This design comes from an exercise in tuning for small area, a short achievable clock period and few clock cycles per item on the open sky130 flow, not from production work.
Only simulation tests tie the RTL to the original design; equivalence was not proved.
Power is estimated from default activity; no workload was simulated.

==> flow/design.v, too long to show whole: its modules and the start of the top module <==
// module booth_csa_tree: 704 lines
// module booth_cpa: 481 lines
// module booth_fa: 4 lines
// module booth_ha: 4 lines
// module booth_or2: 3 lines
// module booth_xnor: 3 lines
// module booth_maj: 3 lines
// module booth_xor2: 3 lines
// module booth_nand2: 3 lines
// module booth_nor2: 3 lines
// module booth_inv: 3 lines
// module booth_aoi21: 3 lines
// module booth_oai21: 3 lines
// module booth_pp_accumulator: 64 lines
module booth_pp_accumulator
(
    input  logic                            Clk,
    input  logic                            Reset,
    input  logic                            In_Valid,
    output logic                            In_Ready,
    input  logic [booth_acc_pkg::PP_W-1:0]  PP0,
    input  logic [booth_acc_pkg::PP_W-1:0]  PP1,
    input  logic [booth_acc_pkg::PP_W-1:0]  PP2,
    input  logic [booth_acc_pkg::PP_W-1:0]  PP3,
    input  logic [booth_acc_pkg::PP_W-1:0]  PP4,
    input  logic [booth_acc_pkg::PP_W-1:0]  PP5,
    input  logic [booth_acc_pkg::PP_W-1:0]  PP6,
    input  logic [booth_acc_pkg::PP_W-1:0]  PP7,
    input  logic [booth_acc_pkg::PP_W-1:0]  PP8,
    input  logic [booth_acc_pkg::PP_W-1:0]  PP9,
    input  logic [booth_acc_pkg::PP_W-1:0]  PP10,
    input  logic [booth_acc_pkg::PP_W-1:0]  PP11,
    input  logic [booth_acc_pkg::PP_W-1:0]  PP12,
    input  logic [booth_acc_pkg::PP_W-1:0]  PP13,
    input  logic [booth_acc_pkg::PP_W-1:0]  PP14,
    input  logic [booth_acc_pkg::PP_W-1:0]  PP15,
    input  logic [31:0]                     PP16,
    input  logic [15:0]                     Error_Correction,
    output logic                            Out_Valid,
    input  logic                            Out_Ready,
    output logic [booth_acc_pkg::PROD_W-1:0] Product,
    output logic                            Busy
);
  // ...
==> flow/flow/run.sh <==
#!/bin/bash
# Own layout flow: the standard ORFS flow (standard.sh: its synthesis, floorplan,
# placement, CTS and routing), with two changes:
#  - the I/O port buffers that global placement inserts (one per input and output port,
#    as in the standard flow) are sky130_fd_sc_hd__buf_1 instead of the delay-cell buffer
#    buffer_ports picks by default;
#  - before floorplanning, gates that synthesis sized up are put back at their smallest
#    drive strength (flow/pre_floorplan.tcl); repair then sizes up what timing needs.
# Every tool's output goes to the ORFS logs under orfs/logs and to flow_run.log here.
set -euo pipefail
here=$(cd "$(dirname "$0")" && pwd)
export BUFFER_PORTS_ARGS="-buffer_cell sky130_fd_sc_hd__buf_1"
export PRE_FLOORPLAN_TCL="$here/pre_floorplan.tcl"
bash standard.sh finish > flow_run.log 2>&1
==> flow/flow/pre_floorplan.tcl <==
# Before floorplanning: put the one-cell modules' gates that synthesis sized up back at
# their smallest drive strength (same function); later repair sizes up what timing needs.
set db [ord::get_db]
set swaps {
  sky130_fd_sc_hd__maj3_2  sky130_fd_sc_hd__maj3_1
  sky130_fd_sc_hd__a21oi_2 sky130_fd_sc_hd__a21oi_1
}
set n 0
foreach inst [[ord::get_db_block] getInsts] {
  set name [[$inst getMaster] getName]
  if { [dict exists $swaps $name] } {
    $inst swapMaster [$db findMaster [dict get $swaps $name]]
    incr n
  }
}
puts "pre_floorplan: resized $n cells to the smallest drive strength"
==> flow/standard.sh <==
#!/bin/bash
# synth_recipe.tcl (not shown) runs the flow's synth.tcl, then flattens the netlist and writes it again
# the make line also repeats each setting of config.mk as NAME=value (left out here)
make -C /OpenROAD-flow-scripts/flow DESIGN_CONFIG=/design/flow/config.mk WORK_HOME=/design/flow/orfs CLKGATE_MAP_FILE= SYNTH_SCRIPT=/design/flow/synth_recipe.tcl "${@:-finish}"
==> flow/config.mk <==
export PLATFORM = sky130hd
export DESIGN_NAME = booth_pp_accumulator
export DESIGN_NICKNAME = booth_pp_accumulator
export VERILOG_FILES = /design/flow/design.v
export SDC_FILE = /design/flow/constraint.sdc
export NUM_CORES = 4
export LEC_CHECK = 0
export CAP_MARGIN = 20
export CORE_MARGIN = 2
export CORE_UTILIZATION = 40
export CTS_BUF_LIST = sky130_fd_sc_hd__clkbuf_4 sky130_fd_sc_hd__clkbuf_8
export SETUP_SLACK_MARGIN = 1.0
export SLEW_MARGIN = 20
export SYNTH_HIERARCHICAL = 1
export SYNTH_MINIMUM_KEEP_SIZE = 0
==> flow/constraint.sdc <==
create_clock -name core_clock -period 5.0 [get_ports {Clk}]
set_input_delay 1.0000 -clock core_clock [delete_from_list [all_inputs] [get_ports {Clk}]]
set_output_delay 1.0000 -clock core_clock [all_outputs]
set_load 0.01 [all_outputs]
==> impl_metrics.json, run 1 <==
{
  "run_status": "timing/DRC/antenna clean",
  "clock-skew-final_ns": 0.0164,
  "peakVddDrop_mv": 0.315,
  "cp_cell_sequence": "buf_1 > fa_2 > fa_2 > fa_2 > fa_2 > fa_1 > fa_2 > fa_2",
  "dp_hpwl_um": 43200,
  "taps": 585,
  "timing.setup.critical_path_class": "input pin to register",
  "finalWirelength_um": 45200,
  "total_leakage_power_nw": 6.93,
  "place.gp.congestion": 0.944,
  "critical-path-max-stage-delay_ns": 0.50,
  "grt_pass1_vias": 13000,
  "numCtsBuffers": 9,
  "globalRouteTotalUtil_pct": 20.5,
  "ys_warn_count": 7,
  "worst_hold_path.num_cells": 2,
  "final.clkbuf_count": 11,
  "rsz_0062_raised_after_global_routing": "true",
  "r2r_cells": 2,
  "setup.worst_path.end_class": "register",
  "largest_reg_flops": 64,
  "seq_share_pct": 14.3,
  "global_route_wire_length_before_repair_um": 68600,
  "multi_input_area_share_pct": 67.5,
  "worst_r2r_startpoint": "busy$_SDFF_PP0_",
  "timing_worst_slew_pin_value_ns": 0.697,
  "finalInstanceArea_um2": 20300,
  "grt.busiest_layer": "met2",
  "chipHeight_um": 212,
  "cts_root_buffer": "sky130_fd_sc_hd__clkbuf_8",
  "inverters_excl_clock": 69
}
Testbench counts, summed over its fixed seeds: cycles 4,800, items 2,400.
==> inputs of run 2 (changes only) <==
--- a/flow/config.mk
+++ b/flow/config.mk
@@ -9,7 +9,7 @@
 export CORE_MARGIN = 2
 export CORE_UTILIZATION = 40
 export CTS_BUF_LIST = sky130_fd_sc_hd__clkbuf_4 sky130_fd_sc_hd__clkbuf_8
-export SETUP_SLACK_MARGIN = 1.0
+export SETUP_SLACK_MARGIN = 0.8
 export SLEW_MARGIN = 20
 export SYNTH_HIERARCHICAL = 1
 export SYNTH_MINIMUM_KEEP_SIZE = 0
==> impl_metrics.json, run 2 <==
{
  "globalRouteTotalUtil_pct": 20.7,
  "fp.coreArea_um2": 42900,
  "row_count": 76,
  "largest_reg_flops": 64,
  "total_leakage_power_nw": 6.97,
  "cp_cell_sequence": "buf_1 > fa_1 > fa_2 > fa_2 > fa_1 > fa_1 > ha_2 > fa_1 > ha_2",
  "drtIter0Drc": 310,
  "tritoncts_clock_tree": "built",
  "crit_required_ns": 5.13,
  "grtUsageMet3_pct": 2.22,
  "grt.busiest_layer": "met2",
  "final.min_clock_period_ns": 4.05,
  "fmaxAchievable_mhz": 247,
  "first_pass_iters": 4,
  "finalInstanceArea_um2": 20000,
  "drive_above_1_share_pct": 8.86,
  "r2r_cells": 2,
  "slew_viol_final": 0,
  "io_buffers": 662,
  "run_status": "timing/DRC/antenna clean",
  "cpMaxStageDelayCell": "sky130_fd_sc_hd__fa_1",
  "setup.worst_path.end_class": "register",
  "maxCapViolations": 0,
  "chipHeight_um": 212,
  "setup.worst_path.start_class": "input pin",
  "initial_antenna_violation_count": 6,
  "cellInternalPower_mw": 6.42,
  "timing_worst_slew_pin_value_ns": 0.685,
  "worst_hold_path_type": "register to register",
  "floorplan.initialDensity_pct": 40.4,
  "globalRouteOverflowTotal": 0,
  "postPlaceCellArea_um2": 19700,
  "detailroute.via_count": 11200,
  "mostFrequentLayoutCell": "sky130_fd_sc_hd__buf_1",
  "cts_root_buffer": "sky130_fd_sc_hd__clkbuf_8",
  "peakVddDrop_mv": 0.350,
  "wl_per_cell_um": 18.6,
  "floorplan.die.width_um": 212,
  "worst_hold_path.num_cells": 2,
  "global_route_wire_length_before_repair_um": 69400,
  "worst_path_most_repeated_cell": "sky130_fd_sc_hd__fa_1",
  "largest-register": "x_r",
  "power.combinational.fraction_pct": 76.0,
  "grt_util_met1_pct": 24.7,
  "cts_clk_pin_slew_worst_paths_ns": 0.12,
  "timing.setup.critical_path_class": "input pin to register",
  "finalCritPeriodShare_pct": 81.0,
  "grt_pass1_vias": 13100,
  "dp_hpwl_um": 43400,
  "critical-path-max-stage-delay_ns": 0.58,
  "seq_power_share_pct": 19.0,
  "die-area_um2": 45000,
  "final_hold_viol_count": 0,
  "worstSkewPairLatency_ns": 0.38,
  "clock-skew-final_ns": 0.0211,
  "fraction_of_power_consumed_by_the_clock_network_pct": 5.0,
  "cts_max_level": 3,
  "ctsLongestPathBuffers": 2,
  "pin_count_of_the_biggest_net_entering_global_routing": 51,
  "clock_sinks": 97,
  "setup_viol_count_final": 0,
  "finalSetupTns_ns": 0,
  "mappedNetlistArea_um2": 17300,
  "cp_num_cells": 9,
  "reg_top3": "x_r: 64 flops, y_r: 32 flops, busy: 1 flops",
  "hold_ws_ns": 0.611,
  "count_of_placed_standard_cells_including_taps": 2432,
  "final-instance-count-excl-fill": 2455,
  "worst-path-max-fanout": 1,
  "numCtsBuffers": 9,
  "synthesis.nets": 2450,
  "layout.nets": 2963,
  "place.gp.congestion": 0.920,
  "mean_post_synth_cell_area_um2": 12.9,
  "max_slew_margin_pct": 54.3,
  "avgViaCountPerCell": 4.56,
  "grt_use_met2_pct": 39.7,
  "worst-path-buf-inv": 1,
  "final_cell_mix": "sky130_fd_sc_hd__buf_1, sky130_fd_sc_hd__fa_1, sky130_fd_sc_hd__fa_2",
  "ys_warn_count": 7,
  "synth_instances": 1345,
  "cpLargestDelayFamily": "adder cells",
  "switching_power_mw": 5.88,
  "io_pins": 663,
  "rsz_0062_raised_after_global_routing": "true",
  "finalWirelength_um": 45700,
  "cp.arrival_ns": 4.18,
  "area_delta_synth_final_pct": 15.5,
  "netSwitchingFraction_pct": 47.8,
  "route.antenna.remaining_nets": 0,
  "detail_route.drc_violations": 0,
  "cellPowerDensity_nw_per_um2": 615
}
run 2: per-stage QoR:
stage                     utilization, %  power, mW  worst slack, ns
final                               46.6       12.3            0.951
after global routing                46.6       14.0            0.766
after CTS                           46.6       12.7            0.778
after detailed placement            46.0       12.0            0.544
after global placement              46.0       11.8            0.607
after floorplan                        -       12.6            0.683
run 2: power groups by stage:
stage	clock, mW	combinational [mW]	sequential, mW
2_1_floorplan	0	10.3	2.29
3_3_place_gp	0	9.43	2.35
3_5_place_dp	0	9.61	2.36
4_1_cts	0.649	9.75	2.34
5_1_grt	0.672	10.9	2.40
6_report	0.621	9.35	2.34
run 2: cell type report:
class / instances / area [um2]
antenna: 7 / 17.5
clock buffer: 11 / 151
clock inverter: 5 / 86.3
fill: 3960 / 22900
inverter: 69 / 262
multi-input combinational: 1018 / 13400
sequential: 97 / 2900
tap: 585 / 732
timing repair buffer: 663 / 2490
run 2: worst register-to-register path, cell delays in order (launching register included):
cell	delay, ns
sky130_fd_sc_hd__dfxtp_1	0.40
sky130_fd_sc_hd__inv_4	0.49
sky130_fd_sc_hd__buf_4	0.69
run 2: timing repair:
| item | CTS | global route |
|---|---|---|
| gates cloned | 0 | 0 |
| gates resized for setup | 4 | 3 |
| hold buffers | 0 | 0 |
| setup buffers | 0 | 0 |
| setup endpoints to repair | 6 | 8 |
run 2: layer usage:
layer	wire length (um)	up-vias	share of wire, %
li1	-	5148	-
met3	2040	28	4.5
met5	0	-	0
met2	25500	367	56
met4	665	0	1.5
met1	17500	5653	38
run 2: final timing paths:
path | to | start | slack (ns)
worst max-delay path | x_r[23]$_DFFE_PN_ | PP5[9] | 0.95
worst max register to register | x_r[57]$_DFFE_PN_ | busy$_SDFF_PP0_ | 2.98
worst min-delay path | busy$_SDFF_PP0_ | busy$_SDFF_PP0_ | 0.61
worst min register to register | busy$_SDFF_PP0_ | busy$_SDFF_PP0_ | 0.61

afterwards: timing with drivers on the ports:
No port has a modelled driver above. Below, the same layouts with a new extraction and two added sets of constraints. Step 1: set_driving_cell puts a clkbuf_16 on Clk and a buf_2 on each other input, an assumption about the parent block. Step 2, shift: input delay + t, output delay - t, t = (earliest + latest rising clock arrival at the registers) / 2. This alone moves slack from input paths to output paths. Slacks: ideal ports / drivers / drivers and shift; pairs: ideal ports / drivers.
run | t, ns | setup WS [ns] | hold WS [ns] | slew at the worst register clock pin (ns)
run 1 | 0.404 | 1.018 / 1.027 / 0.623 | 0.607 / 0.607 / 0.607 | 0.11 / 0.11
run 2 | 0.399 | 0.951 / 0.954 / 0.555 | 0.611 / 0.611 / 0.611 | 0.12 / 0.12
After both steps setup and hold are still met in every run listed. The setup slack of run 2, which loses most, moves by +0.003 ns with the drivers and by -0.396 ns with both steps.
